What follows belongs to an exercise in optimizing a design on an open flow for small area, a short achievable clock period and few clock cycles per item; a production flow would make more cautious choices. At most, simulation tests tie the RTL to the original design; equivalence was not proved. Power is estimated from default activity; no workload was simulated.

== v35 ==
==> flow/design.v (excerpt) <==
module fifo_hexdump_top #(
    parameter int BOOT_LINES     = 30,
    parameter int USER_LINES     = 8,
    parameter int BYTES_PER_LINE = 16
) (
    input  wire                                  MCLK,
    input  wire                                  rst,
    input  wire                                  buf_wr_en_n,
    input  wire  [fifo_hexdump_pkg::BUF_BIT_AW-1:0] buf_wr_addr,
    input  wire                                  buf_wr_bit,
    input  wire                                  send_boot_n,
    input  wire                                  send_user_n,
    input  wire  [11:0]                          rel_page,
    input  wire                                  fifo_en_n,
    input  wire                                  txe_n,
    output logic [7:0]                           fifo_data,
    output logic                                 wr_n
);
==> module fifo_writer, before the edit <==
module fifo_writer (
    input  wire        MCLK,
    input  wire        rst,
    input  wire        go,           
    input  wire        rel,          
    input  wire  [7:0] ch,           
    input  wire        txe_n,
    output logic       adv,          
    output logic [7:0] fifo_data,
    output logic       wr_n
);
    logic lo2;
    assign adv = !wr_n && !lo2;
    always_ff @(posedge MCLK) begin
        if (rst) begin
            wr_n <= 1'b1;
            lo2  <= 1'b0;
        end else if (!wr_n) begin
            wr_n <= lo2;
            lo2  <= !lo2;
        end else if (go && !rel && !txe_n) begin
            wr_n <= 1'b0;
        end
    end
    always_ff @(posedge MCLK) begin
        fifo_data[6:0] <= ch[6:0];
    end
    assign fifo_data[7] = 1'b0;      
endmodule
==> module fifo_hexdump_top, before the edit <==
module fifo_hexdump_top #(
    parameter int BOOT_LINES     = 30,
    parameter int USER_LINES     = 8,
    parameter int BYTES_PER_LINE = 16
) (
    input  wire                                  MCLK,
    input  wire                                  rst,
    input  wire                                  buf_wr_en_n,
    input  wire  [fifo_hexdump_pkg::BUF_BIT_AW-1:0] buf_wr_addr,
    input  wire                                  buf_wr_bit,
    input  wire                                  send_boot_n,
    input  wire                                  send_user_n,
    input  wire  [11:0]                          rel_page,
    input  wire                                  fifo_en_n,
    input  wire                                  txe_n,
    output logic [7:0]                           fifo_data,
    output logic                                 wr_n
);
    localparam int MAX_LINES = (BOOT_LINES > USER_LINES) ? BOOT_LINES : USER_LINES;
    logic [fifo_hexdump_pkg::BUF_BYTE_AW-1:0] rd_addr;
    logic [7:0]                               rd_data;
    logic                                     go;
    logic                                     adv;
    logic [7:0]                               ch;
    sipo_buffer #(
        .NBYTES (MAX_LINES * BYTES_PER_LINE)
    ) u_sipo_buffer (
        .MCLK        (MCLK),
        .buf_wr_en_n (buf_wr_en_n),
        .buf_wr_addr (buf_wr_addr),
        .buf_wr_bit  (buf_wr_bit),
        .rd_addr     (rd_addr),
        .rd_data     (rd_data)
    );
    message_sequencer #(
        .BOOT_LINES     (BOOT_LINES),
        .USER_LINES     (USER_LINES),
        .BYTES_PER_LINE (BYTES_PER_LINE)
    ) u_message_sequencer (
        .MCLK        (MCLK),
        .rst         (rst),
        .send_boot_n (send_boot_n),
        .send_user_n (send_user_n),
        .fifo_en_n   (fifo_en_n),
        .rel_page    (rel_page),
        .rd_addr     (rd_addr),
        .rd_data     (rd_data),
        .adv         (adv),
        .go          (go),
        .ch          (ch)
    );
    fifo_writer u_fifo_writer (
        .MCLK      (MCLK),
        .rst       (rst),
        .go        (go),
        .rel       (send_boot_n && send_user_n),
        .ch        (ch),
        .txe_n     (txe_n),
        .adv       (adv),
        .fifo_data (fifo_data),
        .wr_n      (wr_n)
    );
endmodule
Settings: LEC_CHECK=0, ABC_CLOCK_PERIOD_IN_PS=5000, CAP_MARGIN=20, CORE_MARGIN=2, CORE_UTILIZATION=55, CTS_CLUSTER_DIAMETER=60, CTS_CLUSTER_SIZE=30, PLACE_DENSITY=0.62, SLEW_MARGIN=20, SYNTH_HIERARCHICAL=1, SYNTH_MINIMUM_KEEP_SIZE=0; clock period 25.0 ns.
standard.sh (not shown) runs the stock make flow with config.mk's settings and CLKGATE_MAP_FILE= SYNTH_SCRIPT=/design/flow/synth_recipe.tcl, a recipe that flattens the netlist after the stock synthesis.
==> flow/flow/run.sh <==
#!/bin/bash
# The standard ORFS flow (the standard.sh, unchanged synthesis), with the
# timing repair after CTS and after global routing asked to keep a setup
# margin, so that it works on the paths that set the achieved period.
set -euo pipefail
bash standard.sh SETUP_SLACK_MARGIN=19.0 finish > run_standard.log 2>&1
Both conditions hold for v35: the flow ran to the end and the final layout passed the timing, DRC and antenna checks.
### v35 -> v9
-- flow/design.v --
<<< v35, line 107
    input  wire        rst,
    input  wire        go,           
    input  wire        rel,          
    input  wire  [7:0] ch,           
    input  wire        txe_n,
>>> v9, line 107
    input  wire        rst,
    input  wire        go,           
    input  wire  [7:0] ch,           
    input  wire        txe_n,
<<< v35, line 123
            wr_n <= lo2;
            lo2  <= !lo2;
        end else if (go && !rel && !txe_n) begin
            wr_n <= 1'b0;
        end
    end
    always_ff @(posedge MCLK) begin
        fifo_data[6:0] <= ch[6:0];
    end
    assign fifo_data[7] = 1'b0;      
>>> v9, line 122
            wr_n <= lo2;
            lo2  <= !lo2;
        end else if (go && !txe_n) begin
            wr_n <= 1'b0;
        end
    end
    always_ff @(posedge MCLK) begin
        if (wr_n) fifo_data[6:0] <= ch[6:0];
    end
    assign fifo_data[7] = 1'b0;      
<<< v35, line 293
        .rst       (rst),
        .go        (go),
        .rel       (send_boot_n && send_user_n),
        .ch        (ch),
        .txe_n     (txe_n),
>>> v9, line 292
        .rst       (rst),
        .go        (go),
        .ch        (ch),
        .txe_n     (txe_n),
- Relative to v35, the hold slack of v9 is lower by 0.088 ns.
- On count of multi-input combinational gates, v9 tracks v35 almost exactly.
- Between v9 and v35, the difference in instance area at placement is negligible.
- Of v9 and v35, the lower fraction of area in registers belongs to v9.
- Across both runs, initial antenna violation count was lower for v9 than for v35.
- Of v9 and v35, v9 shows the higher fraction of final layout cells with drive strength greater than 1, with v35 below it.
- Relative max-transition margin delta for v9 relative to v35: 6.5 points higher
- v9 against v35: number of vias per cell down 1.1%, number of standard cells in the final layout excluding fillers was more or less identical, post-layout instance area saw an increase, clock skew higher.
- Between v9 and v35, worst path setup slack after routing is lower for v9, v35 comes in above that.
- Summary of the comparison: final worst-path cycle share is higher in v9, relative to v35.
- Multi-input gate share of the layout cell area across v9 and v35: no real change.
No run of this note included a check of the RTL's function; only the layout flow was run.

========
fifo_hexdump_top, a different RTL version from the one above (not shown whole).
Size: about 16000 cells after synthesis, roughly 0.14 mm² of cells after synthesis.
==> module sipo_buffer, before the edit <==
module sipo_buffer #(
    parameter int NBYTES = 480
) (
    input  wire                                        MCLK,
    input  wire                                        buf_wr_en_n,
    input  wire  [fifo_hexdump_pkg::BUF_BIT_AW-1:0]    buf_wr_addr,
    input  wire                                        buf_wr_bit,
    input  wire  [fifo_hexdump_pkg::BUF_BYTE_AW-1:0]   rd_addr,
    output logic [7:0]                                 rd_data
);
    localparam int AW = fifo_hexdump_pkg::BUF_BYTE_AW;
    logic [AW-1:0] na;
    assign na = !buf_wr_en_n ? buf_wr_addr[fifo_hexdump_pkg::BUF_BIT_AW-1:3] : rd_addr;
    logic [7:0] p0_n, p1_n, p2_n;    
    logic [7:0] wsel;                
    logic       w_d;
    always_ff @(posedge MCLK) begin
        for (int i = 0; i < 8; i++) begin
            p0_n[i] <= (na[2:0] != 3'(i));
            p1_n[i] <= (na[5:3] != 3'(i));
            p2_n[i] <= (na[9:6] != 4'(i));
            wsel[i] <= !buf_wr_en_n && (buf_wr_addr[2:0] == 3'(7 - i));
        end
        w_d <= buf_wr_bit;
    end
    localparam int NB = (NBYTES + 7) / 8;
    logic [NB-1:0] blk_n;
    for (genvar j = 0; j < NB; j++) begin : g_blk
        assign blk_n[j] = p1_n[j % 8] | p2_n[j / 8];
    end
    logic [NBYTES-1:0] rsel;
    for (genvar r = 0; r < NBYTES; r++) begin : g_sel
        assign rsel[r] = !(p0_n[r % 8] | blk_n[r / 8]);
    end
    logic [8*NBYTES-1:0] store;
    localparam int NG = (NB + 2) / 3;
    logic [3*NG-1:0] gblk;
    always_comb begin
        gblk = '0;
        for (int j = 0; j < NB; j++) gblk[j] = !blk_n[j];
    end
    logic [7:0] lane [8];
    for (genvar i = 0; i < 8; i++) begin : g_lane
        logic [24*NG-1:0] gdat;
        logic [8*NG-1:0]  gy_n;
        always_comb begin
            gdat = '0;
            for (int j = 0; j < NB; j++)
                if (8*j + i < NBYTES) gdat[8*j +: 8] = store[8*(8*j + i) +: 8];
        end
        for (genvar g = 0; g < NG; g++) begin : g_rd
            rd_group u_rd (
                .sel (gblk[3*g +: 3]),
                .d   (gdat[24*g +: 24]),
                .y_n (gy_n[8*g +: 8])
            );
        end
        always_comb begin
            lane[i] = '0;
            for (int g = 0; g < NG; g++) lane[i] = lane[i] | ~gy_n[8*g +: 8];
        end
    end
    always_comb begin
        rd_data = '0;
        for (int i = 0; i < 8; i++) rd_data = rd_data | (lane[i] & {8{!p0_n[i]}});
    end
    logic [7:0] wbyte;
    for (genvar c = 0; c < 8; c++) begin : g_merge
        assign wbyte[c] = wsel[c] ? w_d : rd_data[c];
    end
    logic [NBYTES-1:0] hold;
    row_hold #(
        .NBYTES (NBYTES)
    ) u_hold (
        .p0    (~p0_n),
        .blk   (gblk[NB-1:0]),
        .hold  (hold)
    );
    for (genvar r = 0; r < NBYTES; r++) begin : g_row
        always_ff @(posedge MCLK) begin
            store[8*r +: 8] <= (wbyte & {8{rsel[r]}}) | (store[8*r +: 8] & {8{hold[r]}});
        end
    end
endmodule
export LEC_CHECK = 0
export ABC_CLOCK_PERIOD_IN_PS = 5000
export CAP_MARGIN = 20
export CORE_MARGIN = 2
export CORE_UTILIZATION = 60
export CTS_CLUSTER_DIAMETER = 80
export CTS_CLUSTER_SIZE = 28
export PLACE_DENSITY = 0.68
export SLEW_MARGIN = 20
export SYNTH_HIERARCHICAL = 1
export SYNTH_MINIMUM_KEEP_SIZE = 0
create_clock -name core_clock -period 25.0 [get_ports {MCLK}]
Scripts as last shown in full above: flow/flow/run.sh
Testbench counts at the start, summed over its fixed seeds: cycles 57,008, chars 18,976.
==> next run, changes <==
--- a/flow/design.v
+++ b/flow/design.v
@@ -48,12 +48,8 @@
     logic [NB-1:0] blk_n;
     for (genvar j = 0; j < NB; j++) begin : g_blk
         assign blk_n[j] = p1_n[j % 8] | p2_n[j / 8];
     end
-    logic [NBYTES-1:0] rsel;
-    for (genvar r = 0; r < NBYTES; r++) begin : g_sel
-        assign rsel[r] = !(p0_n[r % 8] | blk_n[r / 8]);
-    end
     logic [8*NBYTES-1:0] store;
     localparam int NG = (NB + 2) / 3;
     logic [3*NG-1:0] gblk;
     always_comb begin
@@ -92,15 +88,25 @@
     logic [NBYTES-1:0] hold;
     row_hold #(
         .NBYTES (NBYTES)
     ) u_hold (
-        .p0    (~p0_n),
-        .blk   (gblk[NB-1:0]),
-        .hold  (hold)
+        .p0   (~p0_n),
+        .blk  (gblk[NB-1:0]),
+        .hold (hold)
     );
+    logic [7:0]          wbyte_n;
+    logic [8*NBYTES-1:0] store_d;
+    assign wbyte_n = ~wbyte;
     for (genvar r = 0; r < NBYTES; r++) begin : g_row
+        row_next u_next (
+            .q      (store[8*r +: 8]),
+            .sel_n  (hold[r]),
+            .hold   (hold[r]),
+            .w_n    (wbyte_n),
+            .d      (store_d[8*r +: 8])
+        );
         always_ff @(posedge MCLK) begin
-            store[8*r +: 8] <= (wbyte & {8{rsel[r]}}) | (store[8*r +: 8] & {8{hold[r]}});
+            store[8*r +: 8] <= store_d[8*r +: 8];
         end
     end
 endmodule
 module row_hold #(
@@ -113,8 +119,45 @@
     for (genvar r = 0; r < NBYTES; r++) begin : g_hold
         assign hold[r] = !(p0[r % 8] & blk[r / 8]);
     end
 endmodule
+module row_next (
+    input  wire  [7:0] q,
+    input  wire        sel_n,
+    input  wire        hold,
+    input  wire  [7:0] w_n,
+    output logic [7:0] d
+);
+    logic [7:0] kept_n;
+    for (genvar c = 0; c < 8; c++) begin : g_bit
+        nand2_cell u_keep (
+            .a (q[c]),
+            .b (hold),
+            .y (kept_n[c])
+        );
+        oai21_cell u_next (
+            .a1 (w_n[c]),
+            .a2 (sel_n),
+            .b1 (kept_n[c]),
+            .y  (d[c])
+        );
+    end
+endmodule
+module nand2_cell (
+    input  wire  a,
+    input  wire  b,
+    output logic y
+);
+    assign y = !(a && b);
+endmodule
+module oai21_cell (
+    input  wire  a1,
+    input  wire  a2,
+    input  wire  b1,
+    output logic y
+);
+    assign y = !((a1 || a2) && b1);
+endmodule
 module rd_group (
     input  wire  [2:0]  sel,
     input  wire  [23:0] d,
     output logic [7:0]  y_n
The new run passed the timing, DRC and antenna checks.
Area after synthesis falls by 4.9%.
Combinational power rises by about 6%.
Synthesized cell count falls by 8.9%.
Global-route usage falls by 0.88 points.
Via count falls by 5.0%.
Hold slack hardly moves.
Critical path depth does not change.
Worst setup slack improves by 0.026 ns.
Cell area falls by 1.6%.
Total power falls by 0.95%.
Clock-buffer cell count falls by 5.
Testbench counts after the change, summed over its fixed seeds: cycles 57,008, chars 18,976.

==> port drivers added, routing unchanged <==
The results above use ideal ports. As a check the final layouts listed here were re-extracted and re-timed, cells and wires unchanged.
Step 1: set_driving_cell puts a clkbuf_16 on MCLK and a buf_2 on each other input, an assumption about the parent block.
Step 2 moves the port delays by t, midway between the first and last clock arrival at a register: inputs arrive t later, outputs are due t later. That takes back most of the time a late clock gives input paths.
a / b / c = ideal ports / drivers / drivers and shift; a / b = the first two.
run | shift t [ns] | setup WS [ns] | clock arrival spread, ns | pins driven straight from the clock port
v35 | 0.974 | 18.653 / 18.559 / 18.202 | 0.066 / 0.065 | 1
v9 | 1.004 | 18.568 / 18.477 / 18.219 | 0.101 / 0.101 | 1
the first run of note 2 | 0.955 | 18.669 / 18.577 / 18.073 | 0.041 / 0.041 | 1
the second run of note 2 | 0.946 | 18.695 / 18.601 / 18.195 | 0.039 / 0.039 | 1
After both steps setup and hold are still met in every run listed. The setup slack of the first run of note 2, which loses most, moves by -0.092 ns with the drivers and by -0.596 ns with both steps.
